Background: an optimization exercise with open tools, aiming at small area, a short achievable clock period and few clock cycles per item. Do not read the settings as production practice.
Function was checked by simulation only, so behaviour that the tests miss may differ from the original.

==> cedar: inputs <==
// fec_frame_receiver
module fec_frame_receiver #(
  parameter int unsigned DATA_W   = DATA_W_DEFAULT,
  parameter int unsigned METRIC_W = METRIC_W_DEFAULT
) (
  input  logic                clk,
  input  logic                rst_n,
  input  logic                in_valid,
  input  logic                in_data,
  output logic                in_ready,
  output logic                out_valid,
  output logic [DATA_W-1:0]   out_data,
  output logic                crc_ok,
  output logic [METRIC_W-1:0] err_metric
);
  localparam int unsigned N  = DATA_W + 16;   
  localparam int unsigned PW = N - 3;         
  logic           rdy_q;
  logic           phase_q, go_q;
  logic [1:0]     rx_q;
  logic [5:0]     step_q;
  logic           fin_q, ld_q;
  logic [2:0]     rt_q;
  logic [3:0]     cnt_q;
  logic           ov_q;
  logic [7:0][3:0]    metric_q, metric_in, metric_new;
  logic [7:0]         decision;
  logic [3:0]         base_q;
  logic [7:0][PW-1:0] path_q;
  logic [2:0]         best_q;
  logic [7:0]         err_q;
  logic [N-1:0]       out_q;
  logic [15:0]        crc_q, crc_nx;
  logic               crc_ok_q;
  wire accept = in_valid & rdy_q;
  wire first  = (step_q == 6'd0);
  wire last   = (step_q == 6'(N - 1));
  wire norm   = metric_q[0][3] & metric_q[1][3] & metric_q[2][3] & metric_q[3][3] &
  ...
==> module viterbi_acs, before the edit <==
module viterbi_acs (
  input  logic [7:0][3:0] metric_i,
  input  logic [1:0]      pair_i,
  output logic [7:0][3:0] metric_o,
  output logic [7:0]      decision_o
);
  for (genvar g = 0; g < 8; g++) begin : g_acs
    localparam logic [2:0] Ns = 3'(g);
    localparam logic [2:0] P0 = {1'b0, Ns[2:1]};
    localparam logic [2:0] P1 = {1'b1, Ns[2:1]};
    localparam logic       O1 = Ns[2] ^ Ns[0];
    localparam logic       O0 = Ns[2] ^ Ns[1] ^ Ns[0];
    logic [1:0] bm0, bm1;
    logic [3:0] cand0, cand1;
    assign bm0   = {1'b0, pair_i[1] ^ O1} + {1'b0, pair_i[0] ^ O0};
    assign bm1   = 2'd2 - bm0;
    assign cand0 = metric_i[P0] + {2'b00, bm0};
    assign cand1 = metric_i[P1] + {2'b00, bm1};
    assign decision_o[g] = (cand1 < cand0);
    assign metric_o[g]   = decision_o[g] ? cand1 : cand0;
  end
endmodule
==> module fec_frame_receiver, before the edit <==
module fec_frame_receiver #(
  parameter int unsigned DATA_W   = DATA_W_DEFAULT,
  parameter int unsigned METRIC_W = METRIC_W_DEFAULT
) (
  input  logic                clk,
  input  logic                rst_n,
  input  logic                in_valid,
  input  logic                in_data,
  output logic                in_ready,
  output logic                out_valid,
  output logic [DATA_W-1:0]   out_data,
  output logic                crc_ok,
  output logic [METRIC_W-1:0] err_metric
);
  localparam int unsigned N  = DATA_W + 16;   
  localparam int unsigned PW = N - 3;         
  logic           rdy_q;
  logic           phase_q, go_q;
  logic [1:0]     rx_q;
  logic [5:0]     step_q;
  logic           fin_q, ld_q;
  logic [2:0]     rt_q;
  logic [3:0]     cnt_q;
  logic           ov_q;
  logic [7:0][3:0]    metric_q, metric_in, metric_new;
  logic [7:0]         decision;
  logic [3:0]         base_q;
  logic [7:0][PW-1:0] path_q;
  logic [2:0]         best_q;
  logic [7:0]         err_q;
  logic [N-1:0]       out_q;
  logic [15:0]        crc_q, crc_nx;
  logic               crc_ok_q;
  wire accept = in_valid & rdy_q;
  wire first  = (step_q == 6'd0);
  wire last   = (step_q == 6'(N - 1));
  wire norm   = metric_q[0][3] & metric_q[1][3] & metric_q[2][3] & metric_q[3][3] &
                metric_q[4][3] & metric_q[5][3] & metric_q[6][3] & metric_q[7][3];
  always_comb begin
    for (int s = 0; s < 8; s++) begin
      if (first)     metric_in[s] = (s == 0) ? 4'd0 : 4'd8;
      else if (norm) metric_in[s] = {1'b0, metric_q[s][2:0]};
      else           metric_in[s] = metric_q[s];
    end
  end
  viterbi_acs u_acs (
    .metric_i  (metric_in),
    .pair_i    (rx_q),
    .metric_o  (metric_new),
    .decision_o(decision)
  );
  logic [2:0] best;
  logic [3:0] best_m;
  always_comb begin
    best   = 3'd0;
    best_m = metric_q[0];
    for (int s = 1; s < 8; s++) begin
      if (metric_q[s] < best_m) begin
        best_m = metric_q[s];
        best   = 3'(s);
      end
    end
  end
  always_ff @(posedge clk) begin
    if (!rst_n) begin
      rdy_q   <= 1'b0;
      phase_q <= 1'b0;
      go_q    <= 1'b0;
      step_q  <= '0;
      fin_q   <= 1'b0;
      rt_q    <= '0;
      ld_q    <= 1'b0;
      cnt_q   <= '0;
      ov_q    <= 1'b0;
    end else begin
      rdy_q <= 1'b1;
      if (accept) phase_q <= ~phase_q;
      go_q <= accept & phase_q;
      if (go_q) step_q <= last ? 6'd0 : step_q + 6'd1;
      fin_q <= go_q & last;
      rt_q  <= {fin_q, rt_q[2:1]};
      ld_q  <= rt_q[0];
      if (ld_q) cnt_q <= 4'd12;
      else if (cnt_q != 4'd0) cnt_q <= cnt_q - 4'd1;
      ov_q <= (cnt_q == 4'd1);
    end
  end
  always_ff @(posedge clk) begin
    if (accept) rx_q <= {rx_q[0], in_data};
    if (go_q) begin
      metric_q <= metric_new;
      base_q   <= first ? 4'd0 : base_q + {3'd0, norm};
    end
    if (fin_q) begin
      best_q <= best;
      err_q  <= {1'b0, base_q, 3'd0} + {4'd0, best_m};
    end
  end
  wire       path_en = (go_q & (step_q >= 6'd3)) | (|rt_q);
  wire       route   = |rt_q;
  wire       rbit    = (rt_q[2] & best_q[2]) | (rt_q[1] & best_q[1]) | (rt_q[0] & best_q[0]);
  for (genvar g = 0; g < 8; g++) begin : g_path
    localparam logic [2:0] Ns = 3'(g);
    logic          sel;
    logic [PW-1:0] pred;
    assign sel  = route ? rbit : decision[g];
    assign pred = path_q[{sel, Ns[2:1]}];
    always_ff @(posedge clk) begin
      if (path_en) path_q[g] <= {pred[PW-2:0], route ? pred[PW-1] : sel};
    end
  end
  wire [PW-1:0] win = {path_q[0][2:0], path_q[0][PW-1:3]};   
  always_comb begin
    crc_nx = crc_q;
    for (int i = 0; i < 4; i++) crc_nx = fec_rx_pkg::crc16_step(crc_nx, out_q[N-1-i]);
  end
  always_ff @(posedge clk) begin
    if (ld_q) begin
      out_q <= {win, best_q};
      crc_q <= CRC_INIT;
    end else begin
      out_q <= {out_q[N-5:0], out_q[N-1 -: 4]};
      crc_q <= crc_nx;
    end
    crc_ok_q <= (crc_nx == 16'd0);
  end
  assign in_ready   = rdy_q;
  assign out_valid  = ov_q;
  assign out_data   = out_q[N-1 -: DATA_W];
  assign crc_ok     = crc_ok_q;
  assign err_metric = err_q;
endmodule
==> flow/config.mk <==
export PLATFORM = sky130hd
export DESIGN_NAME = fec_frame_receiver
export DESIGN_NICKNAME = fec_frame_receiver
export VERILOG_FILES = /design/flow/design.v
export SDC_FILE = /design/flow/constraint.sdc
export NUM_CORES = 4
export LEC_CHECK = 0
export CAP_MARGIN = 20
export CORE_MARGIN = 2
export CORE_UTILIZATION = 40
export SLEW_MARGIN = 20
==> flow/constraint.sdc <==
create_clock -name core_clock -period 14.0 [get_ports {clk}]
set_input_delay 2.8000 -clock core_clock [delete_from_list [all_inputs] [get_ports {clk}]]
set_output_delay 2.8000 -clock core_clock [all_outputs]
set_load 0.01 [all_outputs]
run.sh (not shown) runs the stock make flow with config.mk's settings and CLKGATE_MAP_FILE= SYNTH_SCRIPT=/design/flow/synth_recipe.tcl, a recipe that flattens the netlist after the stock synthesis.
==> inputs of quartz, as changes to cedar <==
--- a/flow/design.v
+++ b/flow/design.v
@@ -15,18 +15,30 @@
   output logic [7:0]      decision_o
 );
-  for (genvar g = 0; g < 8; g++) begin : g_acs
-    localparam logic [2:0] Ns = 3'(g);
-    localparam logic [2:0] P0 = {1'b0, Ns[2:1]};
-    localparam logic [2:0] P1 = {1'b1, Ns[2:1]};
-    localparam logic       O1 = Ns[2] ^ Ns[0];
-    localparam logic       O0 = Ns[2] ^ Ns[1] ^ Ns[0];
-    logic [1:0] bm0, bm1;
-    logic [3:0] cand0, cand1;
-    assign bm0   = {1'b0, pair_i[1] ^ O1} + {1'b0, pair_i[0] ^ O0};
-    assign bm1   = 2'd2 - bm0;
-    assign cand0 = metric_i[P0] + {2'b00, bm0};
-    assign cand1 = metric_i[P1] + {2'b00, bm1};
-    assign decision_o[g] = (cand1 < cand0);
-    assign metric_o[g]   = decision_o[g] ? cand1 : cand0;
+  for (genvar j = 0; j < 4; j++) begin : g_bfly
+    localparam logic [1:0] Jv = 2'(j);
+    localparam logic       O1 = Jv[1];
+    localparam logic       O0 = Jv[1] ^ Jv[0];
+    logic       e1, e0;        
+    logic       x0, x1, x2;    
+    logic [3:0] a, b;
+    logic signed [4:0] d;
+    assign e1 = pair_i[1] ^ O1;
+    assign e0 = pair_i[0] ^ O0;
+    assign x0 = ~e1 & ~e0;
+    assign x1 = e1 ^ e0;
+    assign x2 = e1 & e0;
+    assign a  = metric_i[j];
+    assign b  = metric_i[j+4];
+    assign d  = {1'b0, b} - {1'b0, a};
+    assign decision_o[2*j]   = x0 ? (d < -5'sd2) : x1 ? (d < 5'sd0) : (d < 5'sd2);
+    assign decision_o[2*j+1] = x2 ? (d < -5'sd2) : x1 ? (d < 5'sd0) : (d < 5'sd2);
+    logic [3:0] w_e, w_o;
+    logic [1:0] bm_e, bm_o;
+    assign w_e  = decision_o[2*j]   ? b : a;
+    assign w_o  = decision_o[2*j+1] ? b : a;
+    assign bm_e = x1 ? 2'd1 : ((decision_o[2*j]   ^ x2) ? 2'd2 : 2'd0);
+    assign bm_o = x1 ? 2'd1 : ((decision_o[2*j+1] ^ x0) ? 2'd2 : 2'd0);
+    assign metric_o[2*j]   = w_e + {2'b00, bm_e};
+    assign metric_o[2*j+1] = w_o + {2'b00, bm_o};
   end
 endmodule
@@ -49,8 +61,9 @@
   localparam int unsigned PW = N - 3;         
   logic           rdy_q;
+  logic           pol_q;
   logic           phase_q, go_q;
   logic [1:0]     rx_q;
   logic [5:0]     step_q;
-  logic           fin_q, ld_q;
+  logic           fin_q, fin2_q, rt0_q, pend_q;
   logic [2:0]     rt_q;
   logic [3:0]     cnt_q;
@@ -70,4 +83,5 @@
   wire norm   = metric_q[0][3] & metric_q[1][3] & metric_q[2][3] & metric_q[3][3] &
                 metric_q[4][3] & metric_q[5][3] & metric_q[6][3] & metric_q[7][3];
+  wire ld     = pend_q & pol_q;
   always_comb begin
     for (int s = 0; s < 8; s++) begin
@@ -83,36 +97,50 @@
     .decision_o(decision)
   );
-  logic [2:0] best;
-  logic [3:0] best_m;
-  always_comb begin
-    best   = 3'd0;
-    best_m = metric_q[0];
-    for (int s = 1; s < 8; s++) begin
-      if (metric_q[s] < best_m) begin
-        best_m = metric_q[s];
-        best   = 3'(s);
-      end
-    end
+  logic [3:0] pick;
+  logic [3:0] pick_q;
+  for (genvar k = 0; k < 4; k++) begin : g_pick
+    assign pick[k] = metric_q[2*k+1] < metric_q[2*k];
   end
+  logic [3:0] l1_m [4];
+  logic [2:0] l1_s [4];
+  for (genvar k = 0; k < 4; k++) begin : g_l1
+    assign l1_m[k] = pick_q[k] ? metric_q[2*k+1] : metric_q[2*k];
+    assign l1_s[k] = {2'(k), pick_q[k]};
+  end
+  logic [3:0] l2_m [2];
+  logic [2:0] l2_s [2];
+  for (genvar k = 0; k < 2; k++) begin : g_l2
+    assign l2_m[k] = (l1_m[2*k+1] < l1_m[2*k]) ? l1_m[2*k+1] : l1_m[2*k];
+    assign l2_s[k] = (l1_m[2*k+1] < l1_m[2*k]) ? l1_s[2*k+1] : l1_s[2*k];
+  end
+  wire        l3   = l2_m[1] < l2_m[0];
+  wire  [2:0] best = l3 ? l2_s[1] : l2_s[0];
+  wire  [3:0] best_m = l3 ? l2_m[1] : l2_m[0];
   always_ff @(posedge clk) begin
     if (!rst_n) begin
       rdy_q   <= 1'b0;
+      pol_q   <= 1'b0;
       phase_q <= 1'b0;
       go_q    <= 1'b0;
       step_q  <= '0;
       fin_q   <= 1'b0;
+      fin2_q  <= 1'b0;
+      rt0_q   <= 1'b0;
       rt_q    <= '0;
-      ld_q    <= 1'b0;
+      pend_q  <= 1'b0;
       cnt_q   <= '0;
       ov_q    <= 1'b0;
     end else begin
       rdy_q <= 1'b1;
+      pol_q <= ~pol_q;
       if (accept) phase_q <= ~phase_q;
       go_q <= accept & phase_q;
       if (go_q) step_q <= last ? 6'd0 : step_q + 6'd1;
-      fin_q <= go_q & last;
-      rt_q  <= {fin_q, rt_q[2:1]};
-      ld_q  <= rt_q[0];
-      if (ld_q) cnt_q <= 4'd12;
+      fin_q  <= go_q & last;
+      fin2_q <= fin_q;
+      rt_q   <= {fin2_q, rt_q[2:1]};
+      rt0_q  <= rt_q[0];
+      pend_q <= rt0_q | (pend_q & ~pol_q);
+      if (ld) cnt_q <= 4'd12;
       else if (cnt_q != 4'd0) cnt_q <= cnt_q - 4'd1;
       ov_q <= (cnt_q == 4'd1);
@@ -125,35 +153,40 @@
       base_q   <= first ? 4'd0 : base_q + {3'd0, norm};
     end
-    if (fin_q) begin
+    if (fin_q) pick_q <= pick;
+    if (fin2_q) begin
       best_q <= best;
-      err_q  <= {1'b0, base_q, 3'd0} + {4'd0, best_m};
+      err_q  <= {1'b0, base_q + {3'd0, norm}, best_m[2:0]};
     end
   end
-  wire       path_en = (go_q & (step_q >= 6'd3)) | (|rt_q);
-  wire       route   = |rt_q;
+  wire       upd_nx  = (go_q & (step_q >= 6'd3)) | (|rt_q);
   wire       rbit    = (rt_q[2] & best_q[2]) | (rt_q[1] & best_q[1]) | (rt_q[0] & best_q[0]);
+  logic       hold_q, route_q;
+  logic [7:0] s0_q, s1_q;
+  always_ff @(posedge clk) begin
+    hold_q  <= ~upd_nx;
+    route_q <= |rt_q;
+    for (int s = 0; s < 8; s++) begin
+      s0_q[s] <= upd_nx & ~((|rt_q) ? rbit : decision[s]);
+      s1_q[s] <= upd_nx &  ((|rt_q) ? rbit : decision[s]);
+    end
+  end
   for (genvar g = 0; g < 8; g++) begin : g_path
     localparam logic [2:0] Ns = 3'(g);
-    logic          sel;
-    logic [PW-1:0] pred;
-    assign sel  = route ? rbit : decision[g];
-    assign pred = path_q[{sel, Ns[2:1]}];
-    always_ff @(posedge clk) begin
-      if (path_en) path_q[g] <= {pred[PW-2:0], route ? pred[PW-1] : sel};
-    end
+    localparam logic [2:0] P0 = {1'b0, Ns[2:1]};
+    localparam logic [2:0] P1 = {1'b1, Ns[2:1]};
+    logic [PW-1:0] a, b;
+    assign a = {path_q[P0][PW-2:0], route_q ? path_q[P0][PW-1] : pol_q};
+    assign b = {path_q[P1][PW-2:0], route_q ? path_q[P1][PW-1] : ~pol_q};
+    always_ff @(posedge clk)
+      path_q[g] <= ~((a & {PW{s0_q[g]}}) | (b & {PW{s1_q[g]}}) | (path_q[g] & {PW{hold_q}}));
   end
   wire [PW-1:0] win = {path_q[0][2:0], path_q[0][PW-1:3]};   
   always_comb begin
     crc_nx = crc_q;
-    for (int i = 0; i < 4; i++) crc_nx = fec_rx_pkg::crc16_step(crc_nx, out_q[N-1-i]);
+    for (int i = 0; i < 4; i++) crc_nx = fec_rx_pkg::crc16_step(crc_nx, out_q[N-1-i] ^ pol_q);
   end
   always_ff @(posedge clk) begin
-    if (ld_q) begin
-      out_q <= {win, best_q};
-      crc_q <= CRC_INIT;
-    end else begin
-      out_q <= {out_q[N-5:0], out_q[N-1 -: 4]};
-      crc_q <= crc_nx;
-    end
+    out_q <= ~(ld ? {win, best_q ^ {3{pol_q}}} : {out_q[N-5:0], out_q[N-1 -: 4]});
+    crc_q <= ld ? CRC_INIT : crc_nx;
     crc_ok_q <= (crc_nx == 16'd0);
   end
==> summary of the runs <==
quartz finished with timing, DRC and antenna clean. cedar completed without violations.
In quartz the clock skew is higher than in cedar, by 0.0034 ns.
Against cedar, the global-route usage of quartz is higher by 4.0 points.
Critical path depth: cedar is higher than quartz (28).
Utilization is about the same in quartz and cedar.
Testbench counts of cedar, summed over its fixed seeds: cycles 30,880, frames 320.
Testbench counts of quartz, summed over its fixed seeds: cycles 30,904, frames 320.

-- afterwards: timing with drivers on the ports --
How much do the figures lean on ideal ports? The routed layouts below were timed once more, with nothing changed but the port constraints.
Step 1 assumes that a clkbuf_16 drives the clock port and a buf_2 every other input.
Step 2 also shifts input and output timing later by t, the mid clock arrival at the registers, as if the neighbouring blocks saw the same clock.
Slacks: ideal / step 1 / step 2; pairs: ideal / step 1.
| run | shift t [ns] | setup slack, ns | hold slack, ns | worst setup path after step 2 |
|---|---|---|---|---|
| cedar | 0.635 | 5.047 / 5.047 / 5.047 | 0.441 / 0.441 / 0.441 | register to register |
| quartz | 0.653 | 8.671 / 8.671 / 8.671 | 0.402 / 0.402 / 0.402 | register to register |
After both steps every run listed still meets setup and hold.
